From an optimization exercise on the open Yosys and OpenROAD flow, aimed at small area and a short achievable clock period; shortcuts taken in it are not production practice. RTL that was checked went through simulation tests only; none was proved equivalent to the original. No activity file was given, so power comes from the tool's default toggle rates.

==> v28: inputs <==
==> flow/design.v (excerpt) <==
module bombGameTop (
	input logic DIV_CLK,
	input logic reset,
	input logic gameTick,
	input logic [9:0] stick0X,
	input logic [9:0] stick0Y,
	input logic bomb0,
	input logic [9:0] stick1X,
	input logic [9:0] stick1Y,
	input logic bomb1,
	input logic [9:0] pixelX,
	input logic [9:0] pixelY,
	input logic pixelActive,
	output logic vgaR,
	output logic vgaG,
	output logic vgaB
);
	logic up0, down0, left0, right0;
	logic up1, down1, left1, right1;
	logic avatar0, bombHit0, blastHit0;
	logic avatar1, bombHit1, blastHit1;
	logic [4:0] rowPix;
	logic [4:0] colPix;
	logic rowSpan;
	logic colSpan;
	assign rowPix[0] = bombPkg::inRange(pixelY, 10'd10, 10'd54);
	assign rowPix[1] = bombPkg::inRange(pixelY, 10'd114, 10'd158);
	assign rowPix[2] = bombPkg::inRange(pixelY, 10'd218, 10'd262);
	assign rowPix[3] = bombPkg::inRange(pixelY, 10'd322, 10'd366);
	assign rowPix[4] = bombPkg::inRange(pixelY, 10'd426, 10'd470);
	assign colPix[0] = bombPkg::inRange(pixelX, 10'd9, 10'd69);
	assign colPix[1] = bombPkg::inRange(pixelX, 10'd149, 10'd211);
	assign colPix[2] = bombPkg::inRange(pixelX, 10'd289, 10'd351);
	assign colPix[3] = bombPkg::inRange(pixelX, 10'd429, 10'd491);
	assign colPix[4] = bombPkg::inRange(pixelX, 10'd569, 10'd631);
	assign rowSpan = bombPkg::inRange(pixelX, 10'd9, 10'd631);
	assign colSpan = bombPkg::inRange(pixelY, 10'd6, 10'd474);
	joystickDecoder joystickDecoder0_i (
		.stickX(stick0X),
		.stickY(stick0Y),
		.up(up0),
		.down(down0),
		.left(left0),
		.right(right0)
	);
	joystickDecoder joystickDecoder1_i (
		.stickX(stick1X),
		.stickY(stick1Y),
		.up(up1),
		.down(down1),
		.left(left1),
		.right(right1)
	);
	playerUnit #(
		.playerIndex(0)
	) playerUnit0_i (
		.DIV_CLK(DIV_CLK),
		.reset(reset),
		.gameTick(gameTick),
		.up(up0),
		.down(down0),
		.left(left0),
		.right(right0),
		.dropBomb(bomb0),
		.pixelX(pixelX),
		.pixelY(pixelY),
		.rowPix(rowPix),
		.colPix(colPix),
		.rowSpan(rowSpan),
		.colSpan(colSpan),
  ...
==> module bombFuse, before the edit <==
module bombFuse (
	input logic DIV_CLK,
	input logic reset,
	input logic gameTick,
	input logic dropBomb,
	input logic [9:0] posX,
	input logic [8:0] posY,
	input logic [9:0] pixelX,
	input logic [9:0] pixelY,
	input logic [4:0] rowPix,
	input logic [4:0] colPix,
	input logic rowSpan,
	input logic colSpan,
	output logic bombHit,
	output logic blastHit
);
	logic [6:0] count;
	logic [9:0] bombX;
	logic [8:0] bombY;
	logic [9:0] by;
	logic idle;
	logic fuse;
	logic blast;
	assign idle = (count == 7'd0);
	assign blast = count[6] && count[5] && (count[4:0] != 5'd0);
	assign fuse = !idle && !blast;
	always_ff @(posedge DIV_CLK or posedge reset)
	begin
		if (reset)
			count <= 7'd0;
		else if (gameTick)
		begin
			if (idle)
				count <= dropBomb ? 7'd96 : 7'd0;
			else if (count == 7'd1)
				count <= 7'd96 + 7'd24;
			else if (count == 7'd96 + 7'd1)
				count <= 7'd0;
			else
				count <= count - 7'd1;
		end
	end
	always_ff @(posedge DIV_CLK)
	begin
		if (gameTick && idle && dropBomb)
		begin
			bombX <= posX;
			bombY <= posY;
		end
	end
	assign by = {1'b0, bombY};
	logic nearX;
	logic nearY;
	logic [4:0] dx;
	logic [4:0] dy;
	nearDiff #(.K(5)) nearDiffX_i (.p(pixelX), .s(bombX), .near(nearX), .d(dx));
	nearDiff #(.K(5)) nearDiffY_i (.p(pixelY), .s(by), .near(nearY), .d(dy));
	function automatic logic absLe(input logic [4:0] v, input int t);
		absLe = v[4] ? (v >= 5'(32 - t)) : (v <= 5'(t));
	endfunction
	logic disc;
	assign disc = nearX && nearY && (
		(absLe(dx, 14) && absLe(dy, 5))
		|| (absLe(dx, 13) && absLe(dy, 7))
		|| (absLe(dx, 12) && absLe(dy, 8))
		|| (absLe(dx, 11) && absLe(dy, 10))
		|| (absLe(dx, 10) && absLe(dy, 11))
		|| (absLe(dx, 8) && absLe(dy, 12))
		|| (absLe(dx, 7) && absLe(dy, 13))
		|| (absLe(dx, 5) && absLe(dy, 14)));
	assign bombHit = fuse && !count[3] && disc;
	logic [4:0] rowOn;
	logic [4:0] colOn;
	assign rowOn[0] = !bombPkg::gt(by, 10'd58);
	assign rowOn[1] = bombPkg::inRange(by, 10'd110, 10'd162);
	assign rowOn[2] = bombPkg::inRange(by, 10'd214, 10'd266);
	assign rowOn[3] = bombPkg::inRange(by, 10'd318, 10'd370);
	assign rowOn[4] = bombPkg::geq(by, 10'd422);
	assign colOn[0] = !bombPkg::gt(bombX, 10'd75);
	assign colOn[1] = bombPkg::inRange(bombX, 10'd145, 10'd215);
	assign colOn[2] = bombPkg::inRange(bombX, 10'd285, 10'd355);
	assign colOn[3] = bombPkg::inRange(bombX, 10'd425, 10'd495);
	assign colOn[4] = bombPkg::geq(bombX, 10'd565);
	assign blastHit = blast
		&& ((rowSpan && |(rowOn & rowPix)) || (colSpan && |(colOn & colPix)));
endmodule
clock: 14.0 ns
lec_check: 0
cap_margin: 20
core_margin: 2
core_utilization: 40
slew_margin: 20
standard.sh (not shown) runs the stock make flow with config.mk's settings and CLKGATE_MAP_FILE= SYNTH_SCRIPT=/design/flow/synth_recipe.tcl, a recipe that flattens the netlist after the stock synthesis.
==> flow/flow/run.sh <==
#!/bin/bash
# Own layout flow. Synthesis is the standard synthesis script, run with
# an area-recovering ABC script (flow/abc.script in place of ORFS's
# abc_speed.script, in a private copy of ORFS's scripts folder), adders left
# to ABC (no Kogge-Stone map, no full-adder cells). Registers are mapped
# before ABC runs, so they are the standard synthesis's. Floorplan, power
# grid, tap cells, placement, CTS and routing are the standard flow,
# with the extra make variables in flow/vars.txt (one per line).
set -euo pipefail
WORK=$PWD
rm -rf "$WORK/synth_scripts"
cp -r "$FLOW_HOME/scripts" "$WORK/synth_scripts"
cp flow/abc.script "$WORK/synth_scripts/abc_speed.script"
bash standard.sh SCRIPTS_DIR="$WORK/synth_scripts" SYNTH_OPERATIONS_ARGS=-booth ADDER_MAP_FILE= synth > synth_flow.log 2>&1
VARS=()
if [[ -f flow/vars.txt ]]; then
	while read -r line; do
		[[ -n "$line" ]] && VARS+=("$line")
	done < flow/vars.txt
fi
bash standard.sh "${VARS[@]}" finish > layout_flow.log 2>&1
==> flow/flow/abc.script <==
strash
&get -n
&fraig -x
&put
scorr
dc2
strash
&get -n
&dch -f
&nf -R 1000
&put
buffer -c
topo
stime -c
upsize -c
dnsize -c
==> flow/flow/vars.txt <==
SETUP_SLACK_MARGIN=9
BUFFER_PORTS_ARGS=-buffer_cell sky130_fd_sc_hd__buf_2
==> inputs of v10, as changes to v28 <==
--- a/flow/design.v
+++ b/flow/design.v
@@ -137,22 +137,22 @@
 		|| (absLe(dx, 8) && absLe(dy, 12))
 		|| (absLe(dx, 7) && absLe(dy, 13))
 		|| (absLe(dx, 5) && absLe(dy, 14)));
 	assign bombHit = fuse && !count[3] && disc;
 	logic [4:0] rowOn;
 	logic [4:0] colOn;
-	assign rowOn[0] = !bombPkg::gt(by, 10'd58);
+	assign rowOn[0] = bombPkg::inRange(by, 10'd6, 10'd58);
 	assign rowOn[1] = bombPkg::inRange(by, 10'd110, 10'd162);
 	assign rowOn[2] = bombPkg::inRange(by, 10'd214, 10'd266);
 	assign rowOn[3] = bombPkg::inRange(by, 10'd318, 10'd370);
-	assign rowOn[4] = bombPkg::geq(by, 10'd422);
-	assign colOn[0] = !bombPkg::gt(bombX, 10'd75);
+	assign rowOn[4] = bombPkg::inRange(by, 10'd422, 10'd474);
+	assign colOn[0] = bombPkg::inRange(bombX, 10'd5, 10'd75);
 	assign colOn[1] = bombPkg::inRange(bombX, 10'd145, 10'd215);
 	assign colOn[2] = bombPkg::inRange(bombX, 10'd285, 10'd355);
 	assign colOn[3] = bombPkg::inRange(bombX, 10'd425, 10'd495);
-	assign colOn[4] = bombPkg::geq(bombX, 10'd565);
+	assign colOn[4] = bombPkg::inRange(bombX, 10'd565, 10'd635);
 	assign blastHit = blast
 		&& ((rowSpan && |(rowOn & rowPix)) || (colSpan && |(colOn & colPix)));
 endmodule
 `default_nettype wire
 `default_nettype none
 module playerUnit #(
@@ -179,95 +179,75 @@
 	localparam logic [9:0] START_X = (playerIndex == 0) ? 10'd10 : 10'd600;
 	localparam logic [8:0] START_Y = (playerIndex == 0) ? 9'(10'd10) : 9'(10'd450);
 	logic [9:0] posX;
 	logic [8:0] posY;
 	logic [9:0] py;
 	assign py = {1'b0, posY};
-	function automatic logic ge(input logic [9:0] v, input logic [9:0] c);
-		ge = bombPkg::geq(v, c);
+	function automatic logic in3(input logic [9:0] v, input logic [9:0] lo);
+		in3 = bombPkg::inRange(v, lo, lo + 10'd2);
 	endfunction
 	logic colAny;
 	logic rowAny;
-	assign colAny = (ge(posX, 10'd55 + 10'd1) && !ge(posX, 10'd165))
-		|| (ge(posX, 10'd195 + 10'd1) && !ge(posX, 10'd305))
-		|| (ge(posX, 10'd335 + 10'd1) && !ge(posX, 10'd445))
-		|| (ge(posX, 10'd475 + 10'd1) && !ge(posX, 10'd585));
-	assign rowAny = (ge(py, 10'd38 + 10'd1) && !ge(py, 10'd130))
-		|| (ge(py, 10'd142 + 10'd1) && !ge(py, 10'd234))
-		|| (ge(py, 10'd246 + 10'd1) && !ge(py, 10'd338))
-		|| (ge(py, 10'd350 + 10'd1) && !ge(py, 10'd442));
-	logic [3:0] winLeft;
-	logic [3:0] winRight;
-	logic [3:0] winUp;
-	logic [3:0] winDown;
-	assign winLeft[0] = ge(posX, 10'd165) && !ge(posX, 10'd165 + 10'd3);
-	assign winLeft[1] = ge(posX, 10'd305) && !ge(posX, 10'd305 + 10'd3);
-	assign winLeft[2] = ge(posX, 10'd445) && !ge(posX, 10'd445 + 10'd3);
-	assign winLeft[3] = ge(posX, 10'd585) && !ge(posX, 10'd585 + 10'd3);
-	assign winRight[0] = ge(posX, 10'd55 - 10'd2) && !ge(posX, 10'd55 + 10'd1);
-	assign winRight[1] = ge(posX, 10'd195 - 10'd2) && !ge(posX, 10'd195 + 10'd1);
-	assign winRight[2] = ge(posX, 10'd335 - 10'd2) && !ge(posX, 10'd335 + 10'd1);
-	assign winRight[3] = ge(posX, 10'd475 - 10'd2) && !ge(posX, 10'd475 + 10'd1);
-	assign winUp[0] = ge(py, 10'd130) && !ge(py, 10'd130 + 10'd3);
-	assign winUp[1] = ge(py, 10'd234) && !ge(py, 10'd234 + 10'd3);
-	assign winUp[2] = ge(py, 10'd338) && !ge(py, 10'd338 + 10'd3);
-	assign winUp[3] = ge(py, 10'd442) && !ge(py, 10'd442 + 10'd3);
-	assign winDown[0] = ge(py, 10'd38 - 10'd2) && !ge(py, 10'd38 + 10'd1);
-	assign winDown[1] = ge(py, 10'd142 - 10'd2) && !ge(py, 10'd142 + 10'd1);
-	assign winDown[2] = ge(py, 10'd246 - 10'd2) && !ge(py, 10'd246 + 10'd1);
-	assign winDown[3] = ge(py, 10'd350 - 10'd2) && !ge(py, 10'd350 + 10'd1);
+	assign colAny = bombPkg::inOpen(posX, 10'd55, 10'd165)
+		|| bombPkg::inOpen(posX, 10'd195, 10'd305)
+		|| bombPkg::inOpen(posX, 10'd335, 10'd445)
+		|| bombPkg::inOpen(posX, 10'd475, 10'd585);
+	assign rowAny = bombPkg::inOpen(py, 10'd38, 10'd130)
+		|| bombPkg::inOpen(py, 10'd142, 10'd234)
+		|| bombPkg::inOpen(py, 10'd246, 10'd338)
+		|| bombPkg::inOpen(py, 10'd350, 10'd442);
 	logic [8:0] candUp;
 	logic [8:0] candDown;
 	logic [9:0] candLeft;
 	logic [9:0] candRight;
 	always_comb
 	begin
 		candUp = posY - 9'd3;
 		if (colAny)
 		begin
-			if (winUp[0]) candUp = 9'(10'd131);
-			if (winUp[1]) candUp = 9'(10'd235);
-			if (winUp[2]) candUp = 9'(10'd339);
-			if (winUp[3]) candUp = 9'(10'd443);
+			if (in3(py, 10'd131 - 10'd1)) candUp = 9'(10'd131);
+			if (in3(py, 10'd235 - 10'd1)) candUp = 9'(10'd235);
+			if (in3(py, 10'd339 - 10'd1)) candUp = 9'(10'd339);
+			if (in3(py, 10'd443 - 10'd1)) candUp = 9'(10'd443);
 		end
 		candDown = posY + 9'd3;
 		if (colAny)
 		begin
-			if (winDown[0]) candDown = 9'(10'd37);
-			if (winDown[1]) candDown = 9'(10'd141);
-			if (winDown[2]) candDown = 9'(10'd245);
-			if (winDown[3]) candDown = 9'(10'd349);
+			if (in3(py, 10'd37 - 10'd1)) candDown = 9'(10'd37);
+			if (in3(py, 10'd141 - 10'd1)) candDown = 9'(10'd141);
+			if (in3(py, 10'd245 - 10'd1)) candDown = 9'(10'd245);
+			if (in3(py, 10'd349 - 10'd1)) candDown = 9'(10'd349);
 		end
 		candLeft = posX - 10'd3;
 		if (rowAny)
 		begin
-			if (winLeft[0]) candLeft = 10'd166;
-			if (winLeft[1]) candLeft = 10'd306;
-			if (winLeft[2]) candLeft = 10'd446;
-			if (winLeft[3]) candLeft = 10'd586;
+			if (in3(posX, 10'd166 - 10'd1)) candLeft = 10'd166;
+			if (in3(posX, 10'd306 - 10'd1)) candLeft = 10'd306;
+			if (in3(posX, 10'd446 - 10'd1)) candLeft = 10'd446;
+			if (in3(posX, 10'd586 - 10'd1)) candLeft = 10'd586;
 		end
 		candRight = posX + 10'd3;
 		if (rowAny)
 		begin
-			if (winRight[0]) candRight = 10'd54;
-			if (winRight[1]) candRight = 10'd194;
-			if (winRight[2]) candRight = 10'd334;
-			if (winRight[3]) candRight = 10'd474;
+			if (in3(posX, 10'd54 - 10'd1)) candRight = 10'd54;
+			if (in3(posX, 10'd194 - 10'd1)) candRight = 10'd194;
+			if (in3(posX, 10'd334 - 10'd1)) candRight = 10'd334;
+			if (in3(posX, 10'd474 - 10'd1)) candRight = 10'd474;
 		end
 	end
 	logic xLow;
 	logic xHigh;
 	logic yLow;
 	logic yHigh;
 	logic outOfArena;
 	logic [9:0] holdX;
 	logic [8:0] holdY;
-	assign xLow = !ge(posX, 10'd26);
-	assign xHigh = ge(posX, 10'd614 + 10'd1);
-	assign yLow = !ge(py, 10'd27);
-	assign yHigh = ge(py, 10'd453 + 10'd1);
+	assign xLow = !bombPkg::geq(posX, 10'd26);
+	assign xHigh = bombPkg::gt(posX, 10'd614);
+	assign yLow = !bombPkg::geq(py, 10'd27);
+	assign yHigh = bombPkg::gt(py, 10'd453);
 	assign outOfArena = xLow || xHigh || yLow || yHigh;
 	assign holdX = xLow ? 10'd26 : xHigh ? 10'd614 : posX;
 	assign holdY = yLow ? 9'(10'd27) : yHigh ? 9'(10'd453) : posY;
 	logic [9:0] nextX;
 	logic [8:0] nextY;
 	assign nextX = (left && !outOfArena) ? candLeft
==> flow/flow/abc.script (replaced) <==
strash
&get -n
&fraig -x
&put
scorr
dc2
strash
&get -n
&dch -f
&nf -R 1000
&put
==> flow/flow/vars.txt (replaced) <==
SETUP_SLACK_MARGIN=10.5
BUFFER_PORTS_ARGS=-buffer_cell sky130_fd_sc_hd__buf_2
==> inputs of v21, as changes to v28 <==
--- a/flow/design.v
+++ b/flow/design.v
@@ -137,22 +137,22 @@
 		|| (absLe(dx, 8) && absLe(dy, 12))
 		|| (absLe(dx, 7) && absLe(dy, 13))
 		|| (absLe(dx, 5) && absLe(dy, 14)));
 	assign bombHit = fuse && !count[3] && disc;
 	logic [4:0] rowOn;
 	logic [4:0] colOn;
-	assign rowOn[0] = !bombPkg::gt(by, 10'd58);
+	assign rowOn[0] = bombPkg::inRange(by, 10'd6, 10'd58);
 	assign rowOn[1] = bombPkg::inRange(by, 10'd110, 10'd162);
 	assign rowOn[2] = bombPkg::inRange(by, 10'd214, 10'd266);
 	assign rowOn[3] = bombPkg::inRange(by, 10'd318, 10'd370);
-	assign rowOn[4] = bombPkg::geq(by, 10'd422);
-	assign colOn[0] = !bombPkg::gt(bombX, 10'd75);
+	assign rowOn[4] = bombPkg::inRange(by, 10'd422, 10'd474);
+	assign colOn[0] = bombPkg::inRange(bombX, 10'd5, 10'd75);
 	assign colOn[1] = bombPkg::inRange(bombX, 10'd145, 10'd215);
 	assign colOn[2] = bombPkg::inRange(bombX, 10'd285, 10'd355);
 	assign colOn[3] = bombPkg::inRange(bombX, 10'd425, 10'd495);
-	assign colOn[4] = bombPkg::geq(bombX, 10'd565);
+	assign colOn[4] = bombPkg::inRange(bombX, 10'd565, 10'd635);
 	assign blastHit = blast
 		&& ((rowSpan && |(rowOn & rowPix)) || (colSpan && |(colOn & colPix)));
 endmodule
 `default_nettype wire
 `default_nettype none
 module playerUnit #(
==> flow/flow/abc.script (replaced) <==
strash
&get -n
&fraig -x
&put
scorr
dc2
strash
&get -n
&dch -f
&nf -R 1000
&put
==> flow/flow/vars.txt (replaced) <==
SETUP_SLACK_MARGIN=9
BUFFER_PORTS_ARGS=-buffer_cell sky130_fd_sc_hd__buf_2
MATCH_CELL_FOOTPRINT=0
==> comparison table <==
| metric | v21 | v10 | v28 |
|---|---|---|---|
| Result of the run | no timing/DRC/antenna violations | no timing/DRC/antenna violations | no timing/DRC/antenna violations |
| Largest fanout on the critical path | 17 | 10 | 12 |
| Critical path depth | 11 | 18 | 15 |
| Post-route design area | 0.0119 mm2 | 0.0141 mm2 | 0.0123 mm2 |
| Fraction of the mapped netlist area in compound gates | 28.4% | 27.2% | 28.1% |
| DPL Wire Length | 25500 um | 25400 um | 24800 um |
| Cell repeated most along the worst path | sky130_fd_sc_hd__nor2_1 | sky130_fd_sc_hd__nand2_2 | - |
| Post-synthesis sequential area ratio | 24.5% | 24.4% | 23.6% |
| Number of ordinary inverters in the final layout | 30 | 46 | 39 |
| Post-synthesis simple-gate area fraction | 32.0% | 32.2% | 29.1% |
| Largest incremental delay on the critical path | 0.41 ns | 0.25 ns | 0.54 ns |
| Maximum vdd drop | 0.0968 mV | 0.0869 mV | 0.0637 mV |
| Ratio of total power to cell area | 162 mW/mm2 | 168 mW/mm2 | 160 mW/mm2 |
| Post-cts repair resize count | 23 | 204 | 46 |
| Share of total power consumed by net switching | 50.6% | 50.9% | 50.2% |
| Fin worst setup slack | 9.05 ns | 9.20 ns | 8.82 ns |
| Post-Place Cell Area | 0.0112 mm2 | 0.0115 mm2 | 0.0112 mm2 |
| Wire length of the first global-routing pass | 55200 um | 58500 um | 54100 um |
| Share of final-layout standard cells stronger than drive strength 1 | 11.3% | 26.7% | 14.3% |
| Non-clock buffer share of cell area | 4.63% | 10.9% | 5.08% |
| Total GRT Usage | 25.5% | 26.8% | 23.4% |
| Clock transition time at the flip-flop clock pins of the worst setup and hold paths | 0.08 ns | 0.07 ns | 0.07 ns |
For v28, only the layout was checked, not whether the RTL still works.

==> separate check: timing with driven ports <==
No port has a modelled driver above. Below, the same layouts with a new extraction and two added sets of constraints. Step 1 sets driving cells, clkbuf_16 on the clock port and buf_2 on the other inputs (assumed; they add their load-dependent delay and slew). Step 2 moves the port delays by t, midway between the first and last clock arrival at a register: inputs arrive t later, outputs are due t later. That takes back most of the time a late clock gives input paths. Slacks: ideal ports / drivers / drivers and shift; pairs: ideal ports / drivers.
run	t, ns	setup WS [ns]	worst hold slack (ns)
v28	0.404	8.822 / 8.826 / 8.422	0.519 / 0.519 / 0.519
v10	0.405	9.198 / 9.184 / 8.779	0.520 / 0.520 / 0.520
v21	0.407	9.052 / 9.075 / 8.668	0.537 / 0.537 / 0.537
After both steps setup and hold are still met in every run listed. For v10, which loses most, drivers alone change the setup slack by -0.014 ns; drivers and shift together by -0.419 ns.
